This is an optimization exercise on Yosys and OpenROAD, whose aim is small area, a short achievable clock period and few clock cycles per item, not a production implementation.

==> 03-25: inputs <==
==> flow/design.v <==
`timescale 1ns / 1ps
`default_nettype none
module framed_ascii_decimal_parser #(
	parameter int MAX_CHARS = 63,
	parameter int MAX_FRAC_DIGITS = 6
) (
	input wire logic clk,
	input wire logic arst_n,
	input wire logic s_tvalid,
	output logic s_tready,
	input wire logic [7:0] s_tdata,
	output logic m_tvalid,
	input wire logic m_tready,
	output logic [55:0] m_tdata,
	output logic [2:0] m_tuser,
	input wire logic cfg_valid,
	output logic cfg_ready,
	input wire logic cfg_index,
	input wire logic [7:0] cfg_data
);
	logic [7:0] start_q, end_q;
	always_ff @(posedge clk or negedge arst_n) begin
		if (!arst_n) begin
			start_q <= 8'd60;
			end_q <= 8'd62;
		end else if (cfg_valid) begin
			if (cfg_index) end_q <= cfg_data;
			else start_q <= cfg_data;
		end
	end
	assign cfg_ready = 1'b1;
	logic v1_q;
	logic is_start1_q, is_end1_q, is_digit1_q, is_point1_q;
	logic [3:0] e1_q;	 
	logic [3:0] d1;
	logic in_frame_q, point_q, bad_q, trunc_q, sat_q;
	logic [5:0] count_q;
	logic full_q;	 
	logic [2:0] frac_q;
	logic [31:0] int_q;
	logic [23:0] bcd_q;	 
	logic busy_q, valid_q;
	logic [1:0] steps_q;
	logic [31:0] int_b_q;
	logic [15:0] fbin_q;
	logic [2:0] frac_b_q;
	logic bad_b_q, trunc_b_q, sat_b_q;
	logic idle, close, open, body, room, fdig, stall, go, handoff;
	assign idle = !busy_q && !valid_q;
	assign open = !in_frame_q && is_start1_q;
	assign close = in_frame_q && is_end1_q;
	assign body = in_frame_q && !is_end1_q;
	assign room = !full_q;
	assign fdig = body && room && is_digit1_q && point_q && (frac_q != 3'd6);
	assign stall = (close && !idle) || (fdig && busy_q);
	assign go = v1_q && !stall;
	assign handoff = v1_q && close && idle;
	logic quick;
	assign quick = (frac_q == 3'd0) || sat_q;
	logic block_q;
	logic v1_n, is_end1_n, is_digit1_n, in_frame_n, point_n, busy_n, valid_n;
	logic is_digit_in;
	assign s_tready = !block_q;
	assign is_digit_in = (s_tdata[7:4] == 4'h3) && (s_tdata[3:0] <= 4'd9);
	assign v1_n = s_tready ? s_tvalid : (v1_q && !go);
	assign is_end1_n = s_tready ? (s_tdata == end_q) : is_end1_q;
	assign is_digit1_n = s_tready ? is_digit_in : is_digit1_q;
	assign in_frame_n = (go && open) ? 1'b1 : (go && close) ? 1'b0 : in_frame_q;
	assign point_n = (go && open) ? 1'b0 :
		(go && body && room && !is_digit1_q && is_point1_q) ? 1'b1 : point_q;
	assign busy_n = (handoff && !quick) || (busy_q && (steps_q != 2'd0));
	assign valid_n = handoff ? quick : busy_q ? (valid_q || (steps_q == 2'd0)) : (valid_q && !m_tready);
	always_ff @(posedge clk or negedge arst_n) begin
		if (!arst_n) begin
			v1_q <= 1'b0;
			block_q <= 1'b0;
		end else begin
			v1_q <= v1_n;
			block_q <= (v1_n && in_frame_n &&
				((is_end1_n && (busy_n || valid_n)) || (is_digit1_n && point_n && busy_n)));
		end
	end
	always_ff @(posedge clk) begin
		if (s_tready) begin
			is_start1_q <= (s_tdata == start_q);
			is_end1_q <= (s_tdata == end_q);
			is_digit1_q <= is_digit_in;
			is_point1_q <= (s_tdata == 8'h2e);
			e1_q <= {s_tdata[3], s_tdata[2] | s_tdata[3], s_tdata[1] | s_tdata[3], s_tdata[0]};
		end
	end
	assign d1 = {e1_q[3], e1_q[2] & !e1_q[3], e1_q[1] & !e1_q[3], e1_q[0]};
	logic [31:0] int_x10;
	logic int_ovf;
	logic [30:0] add_a, add_b, add_s;
	logic add_c, add_co;
	assign add_a = {int_q[28:0], e1_q[2], e1_q[1]};
	assign add_b = int_q[30:0];
	assign add_c = e1_q[3];
	always_comb begin
		logic [30:0] g, p, gg, pp;
		g = add_a & add_b;
		p = add_a ^ add_b;
		gg = g;
		pp = p;
		gg[0] = g[0] | (p[0] & add_c);
		for (int l = 0; l < 5; l++) begin
			for (int i = 30; i >= 0; i--) begin
				if (((i + 1) % (2 << l)) == 0) begin
					gg[i] = gg[i] | (pp[i] & gg[i - (1 << l)]);
					pp[i] = pp[i] & pp[i - (1 << l)];
				end
			end
		end
		for (int l = 3; l >= 0; l--) begin
			for (int i = 30; i >= 0; i--) begin
				if (i >= 3 * (1 << l) - 1 && ((i + 1 - (1 << l)) % (2 << l)) == 0) begin
					gg[i] = gg[i] | (pp[i] & gg[i - (1 << l)]);
					pp[i] = pp[i] & pp[i - (1 << l)];
				end
			end
		end
		add_s = p ^ {gg[29:0], add_c};
		add_co = gg[30];
	end
	assign int_ovf = add_co | int_q[31] | int_q[30] | int_q[29];
	assign int_x10 = {add_s, e1_q[0]};
	logic int_dig;
	assign int_dig = body && room && is_digit1_q && !point_q;
	always_ff @(posedge clk) begin
		if (v1_q && open)
			int_q <= 32'd0;
		else if (v1_q && int_dig)
			int_q <= int_x10;
	end
	always_ff @(posedge clk or negedge arst_n) begin
		if (!arst_n)
			in_frame_q <= 1'b0;
		else if (go) begin
			if (open)
				in_frame_q <= 1'b1;
			else if (close)
				in_frame_q <= 1'b0;
		end
	end
	always_ff @(posedge clk) begin
		if (go) begin
			if (open) begin
				point_q <= 1'b0;
				bad_q <= 1'b0;
				trunc_q <= 1'b0;
				sat_q <= 1'b0;
				count_q <= 6'd0;
				full_q <= 1'b0;
				frac_q <= 3'd0;
			end else if (body) begin
				if (!room) begin
					trunc_q <= 1'b1;
				end else begin
					count_q <= count_q + 6'd1;
					full_q <= (count_q == 6'd62);
					if (is_digit1_q) begin
						if (point_q) begin
							if (frac_q == 3'd6)
								trunc_q <= 1'b1;
							else
								frac_q <= frac_q + 3'd1;
						end else begin
							if (int_ovf)
								sat_q <= 1'b1;
						end
					end else if (is_point1_q && !point_q) begin
						point_q <= 1'b1;
					end else begin
						bad_q <= 1'b1;
					end
				end
			end
		end
	end
	function automatic logic [3:0] dstep(input logic [2:0] r, input logic c);
		logic [3:0] n;
		begin
			n[3] = (!r[2] & r[1]) | (r[0] & c);
			n[2] = (!r[1] & r[0] & c) | (r[2] & !c);
			n[1] = r[0] | (!r[1] & c) | (r[2] & !c);
			n[0] = (!r[1] & !c) | (!r[2] & r[1] & c);
			dstep = n;
		end
	endfunction
	function automatic logic [23:0] dbl(input logic [23:0] f);
		logic [23:0] n;
		begin
			for (int j = 0; j < 6; j++)
				n[4*j +: 4] = dstep(f[4*j +: 3], (j > 0) ? f[4*((j > 0) ? j - 1 : 0) + 3] : 1'b0);
			dbl = n;
		end
	endfunction
	function automatic logic [3:0] dcode(input logic [3:0] d);
		case (d)
			4'd0: dcode = 4'b0110;
			4'd1: dcode = 4'b0000;
			4'd2: dcode = 4'b0001;
			4'd3: dcode = 4'b0010;
			4'd4: dcode = 4'b0011;
			4'd5: dcode = 4'b1110;
			4'd6: dcode = 4'b1000;
			4'd7: dcode = 4'b1001;
			4'd8: dcode = 4'b1010;
			default: dcode = 4'b1011;
		endcase
	endfunction
	logic [23:0] bcd0, bcd1, bcd2, bcd3;
	logic [3:0] fbits;	 
	logic conv;
	assign bcd0 = bcd_q;
	assign bcd1 = dbl(bcd0);
	assign bcd2 = dbl(bcd1);
	assign bcd3 = dbl(bcd2);
	assign fbits = {bcd0[23], bcd1[23], bcd2[23], bcd3[23]};
	assign conv = busy_q || (handoff && !quick);
	always_ff @(posedge clk) begin
		for (int j = 0; j < 6; j++) begin
			if (conv)
				bcd_q[4*(5-j) +: 4] <= bcd3[4*(5-j) +: 4];
			else if (go && fdig && frac_q == 3'(j))
				bcd_q[4*(5-j) +: 4] <= dcode(d1);
			else if (go && fdig && frac_q < 3'(j))
				bcd_q[4*(5-j) +: 4] <= 4'b0110;
		end
	end
	logic fzero, fsat;
	assign fzero = handoff ? (frac_q == 3'd0) : (frac_b_q == 3'd0);
	assign fsat = handoff ? sat_q : sat_b_q;
	logic [3:0] fmask;
	assign fmask = (fbits & {4{!fzero}}) | {4{fsat}};
	always_ff @(posedge clk) begin
		if (handoff && quick)
			fbin_q <= {16{sat_q}};
		else if (conv)
			fbin_q <= {fbin_q[12:1], handoff ? fmask[3] : fbin_q[0], fmask[2:0]};
		if (handoff) begin
			int_b_q <= int_q | {32{sat_q}};
			frac_b_q <= frac_q;
			bad_b_q <= bad_q;
			trunc_b_q <= trunc_q;
			sat_b_q <= sat_q;
		end
	end
	always_ff @(posedge clk or negedge arst_n) begin
		if (!arst_n) begin
			busy_q <= 1'b0;
			valid_q <= 1'b0;
			steps_q <= 2'd0;
		end else begin
			if (handoff && quick) begin
				valid_q <= 1'b1;
			end else if (handoff) begin
				busy_q <= 1'b1;
				steps_q <= 2'd3;
			end else if (busy_q) begin
				steps_q <= steps_q - 2'd1;
				if (steps_q == 2'd0) begin
					busy_q <= 1'b0;
					valid_q <= 1'b1;
				end
			end else if (m_tready) begin
				valid_q <= 1'b0;
			end
		end
	end
	assign m_tvalid = valid_q;
	assign m_tdata = {5'd0, frac_b_q, int_b_q, fbin_q};
	assign m_tuser = {sat_b_q, trunc_b_q, bad_b_q};
endmodule
`default_nettype wire
==> flow/flow/run.sh <==
#!/bin/bash
# The standard layout (the standard.sh: ORFS synthesis to finish) with two
# changes: plain buf_2 cells as the port buffers (every port still gets one),
# and no adder-cell mapping in synthesis, so abc maps the adders as plain logic.
# standard.sh's output goes to standard.log.
export BUFFER_PORTS_ARGS="-buffer_cell sky130_fd_sc_hd__buf_2"
export ADDER_MAP_FILE=
bash standard.sh > standard.log 2>&1
==> flow/standard.sh <==
#!/bin/bash
# synth_recipe.tcl (not shown) runs the flow's synth.tcl, then flattens the netlist and writes it again
# the make line also repeats each setting of config.mk as NAME=value (left out here)
make -C /OpenROAD-flow-scripts/flow DESIGN_CONFIG=/design/flow/config.mk WORK_HOME=/design/flow/orfs CLKGATE_MAP_FILE= SYNTH_SCRIPT=/design/flow/synth_recipe.tcl "${@:-finish}"
==> flow/config.mk <==
export PLATFORM = sky130hd
export DESIGN_NAME = framed_ascii_decimal_parser
export DESIGN_NICKNAME = framed_ascii_decimal_parser
export VERILOG_FILES = /design/flow/design.v
export SDC_FILE = /design/flow/constraint.sdc
export NUM_CORES = 4
export LEC_CHECK = 0
export ABC_AREA = 1
export CAP_MARGIN = 20
export CORE_MARGIN = 2
export CORE_UTILIZATION = 40
export CTS_BUF_LIST = sky130_fd_sc_hd__clkbuf_8
export SETUP_SLACK_MARGIN = 3.3
export SLEW_MARGIN = 20
export TNS_END_PERCENT = 3
==> flow/constraint.sdc <==
create_clock -name core_clock -period 5.5 [get_ports {clk}]
set_input_delay 1.1000 -clock core_clock [delete_from_list [all_inputs] [get_ports {clk}]]
set_output_delay 1.1000 -clock core_clock [all_outputs]
set_load 0.01 [all_outputs]
==> inputs of 05-18, as changes to 03-25 <==
--- a/flow/design.v
+++ b/flow/design.v
@@ -56,6 +56,4 @@
 	assign go = v1_q && !stall;
 	assign handoff = v1_q && close && idle;
-	logic quick;
-	assign quick = (frac_q == 3'd0) || sat_q;
 	logic block_q;
 	logic v1_n, is_end1_n, is_digit1_n, in_frame_n, point_n, busy_n, valid_n;
@@ -69,6 +67,6 @@
 	assign point_n = (go && open) ? 1'b0 :
 		(go && body && room && !is_digit1_q && is_point1_q) ? 1'b1 : point_q;
-	assign busy_n = (handoff && !quick) || (busy_q && (steps_q != 2'd0));
-	assign valid_n = handoff ? quick : busy_q ? (valid_q || (steps_q == 2'd0)) : (valid_q && !m_tready);
+	assign busy_n = handoff || (busy_q && (steps_q != 2'd0));
+	assign valid_n = handoff ? valid_q : busy_q ? (valid_q || (steps_q == 2'd0)) : (valid_q && !m_tready);
 	always_ff @(posedge clk or negedge arst_n) begin
 		if (!arst_n) begin
@@ -94,5 +92,5 @@
 	logic int_ovf;
 	logic [30:0] add_a, add_b, add_s;
-	logic add_c, add_co;
+	logic add_c;
 	assign add_a = {int_q[28:0], e1_q[2], e1_q[1]};
 	assign add_b = int_q[30:0];
@@ -122,8 +120,17 @@
 		end
 		add_s = p ^ {gg[29:0], add_c};
-		add_co = gg[30];
-	end
-	assign int_ovf = add_co | int_q[31] | int_q[30] | int_q[29];
+	end
 	assign int_x10 = {add_s, e1_q[0]};
+	localparam logic [31:0] OVF_K = 32'h19999999;
+	logic [32:0] ovf_gt, ovf_eq;
+	always_comb begin
+		ovf_gt[32] = 1'b0;
+		ovf_eq[32] = 1'b1;
+		for (int i = 31; i >= 0; i--) begin
+			ovf_gt[i] = ovf_gt[i+1] | (ovf_eq[i+1] & int_q[i] & !OVF_K[i]);
+			ovf_eq[i] = ovf_eq[i+1] & (int_q[i] == OVF_K[i]);
+		end
+	end
+	assign int_ovf = ovf_gt[0] | (ovf_eq[0] & (e1_q[3] | (e1_q[2] & e1_q[1])));
 	logic int_dig;
 	assign int_dig = body && room && is_digit1_q && !point_q;
@@ -219,5 +226,5 @@
 	assign bcd3 = dbl(bcd2);
 	assign fbits = {bcd0[23], bcd1[23], bcd2[23], bcd3[23]};
-	assign conv = busy_q || (handoff && !quick);
+	assign conv = busy_q || handoff;
 	always_ff @(posedge clk) begin
 		for (int j = 0; j < 6; j++) begin
@@ -236,7 +243,5 @@
 	assign fmask = (fbits & {4{!fzero}}) | {4{fsat}};
 	always_ff @(posedge clk) begin
-		if (handoff && quick)
-			fbin_q <= {16{sat_q}};
-		else if (conv)
+		if (conv)
 			fbin_q <= {fbin_q[12:1], handoff ? fmask[3] : fbin_q[0], fmask[2:0]};
 		if (handoff) begin
@@ -254,7 +259,5 @@
 			steps_q <= 2'd0;
 		end else begin
-			if (handoff && quick) begin
-				valid_q <= 1'b1;
-			end else if (handoff) begin
+			if (handoff) begin
 				busy_q <= 1'b1;
 				steps_q <= 2'd3;
Settings changed: CORE_UTILIZATION 40 to 60, SETUP_SLACK_MARGIN 3.3 to 3.2, TNS_END_PERCENT 3 to default.
==> run_results.csv <==
group,metric,value,unit
timing,whs,0.4285,ns
power_and_ir_drop,seq_power_share,0.464,
outcome,outcome,"finished clean",
cells_and_area,clk_share,0.03818,
drt,wl_met2,8.695,mm
power_and_ir_drop,p_sw,1094,µW
cells_and_area,fin_util,0.4786,
placed_design,dp.cells,1408,
timing,timing.final.crit_share,0.4182,
cells_and_area,area_growth,17.76,%
setup_path,reg2reg_depth,13,
power_and_ir_drop,powerSeq,1490,µW
cells_and_area,final_nets,1207,
die,fp.dieW,149.9,µm
drt,first_pass_iters,7,
clock_network,path_clk_slew,0.09,ns
die,row_count,53,
# the run above: 03-25

==> run_results.csv <==
group,metric,value,unit
drt,first_pass_iters,5,
drt,wl_met2,9.111,mm
die,fp.dieW,123.4,µm
cells_and_area,area_growth,15.46,%
die,row_count,43,
power_and_ir_drop,p_sw,1108,µW
cells_and_area,fin_util,0.7110,
power_and_ir_drop,powerSeq,1500,µW
outcome,outcome,"finished clean",
power_and_ir_drop,seq_power_share,0.444,
timing,whs,0.4204,ns
cells_and_area,final_nets,1204,
# the run above: 05-18

No run of this note included a check of the RTL's function; only the layout flow was run.

-- separate check: timing with driven ports --
In the flow no input, the clock included, has a driving cell. The finished layouts below were timed again as built, in two steps. Step 1 assumes that a clkbuf_16 drives the clock port and a buf_2 every other input. Step 2 adds t to the input delays and takes it off the output delays; t is the mean of the earliest and latest rising clock arrival at the registers after step 1. Input paths then give back, and output paths get back, about the clock's delay inside the block. Three values: ideal, step 1, step 2; two values: the first two.
run | t, ns | setup slack, ns | worst hold slack (ns) | pins driven straight from the clock port
03-25 | 0.491 | 3.200 / 3.163 / 2.969 | 0.429 / 0.429 / 0.429 | 1
05-18 | 0.489 | 3.283 / 3.247 / 3.162 | 0.420 / 0.420 / 0.420 | 1
After both steps setup and hold are still met in every run listed. For 03-25, which loses most, drivers alone change the setup slack by -0.037 ns; drivers and shift together by -0.231 ns.
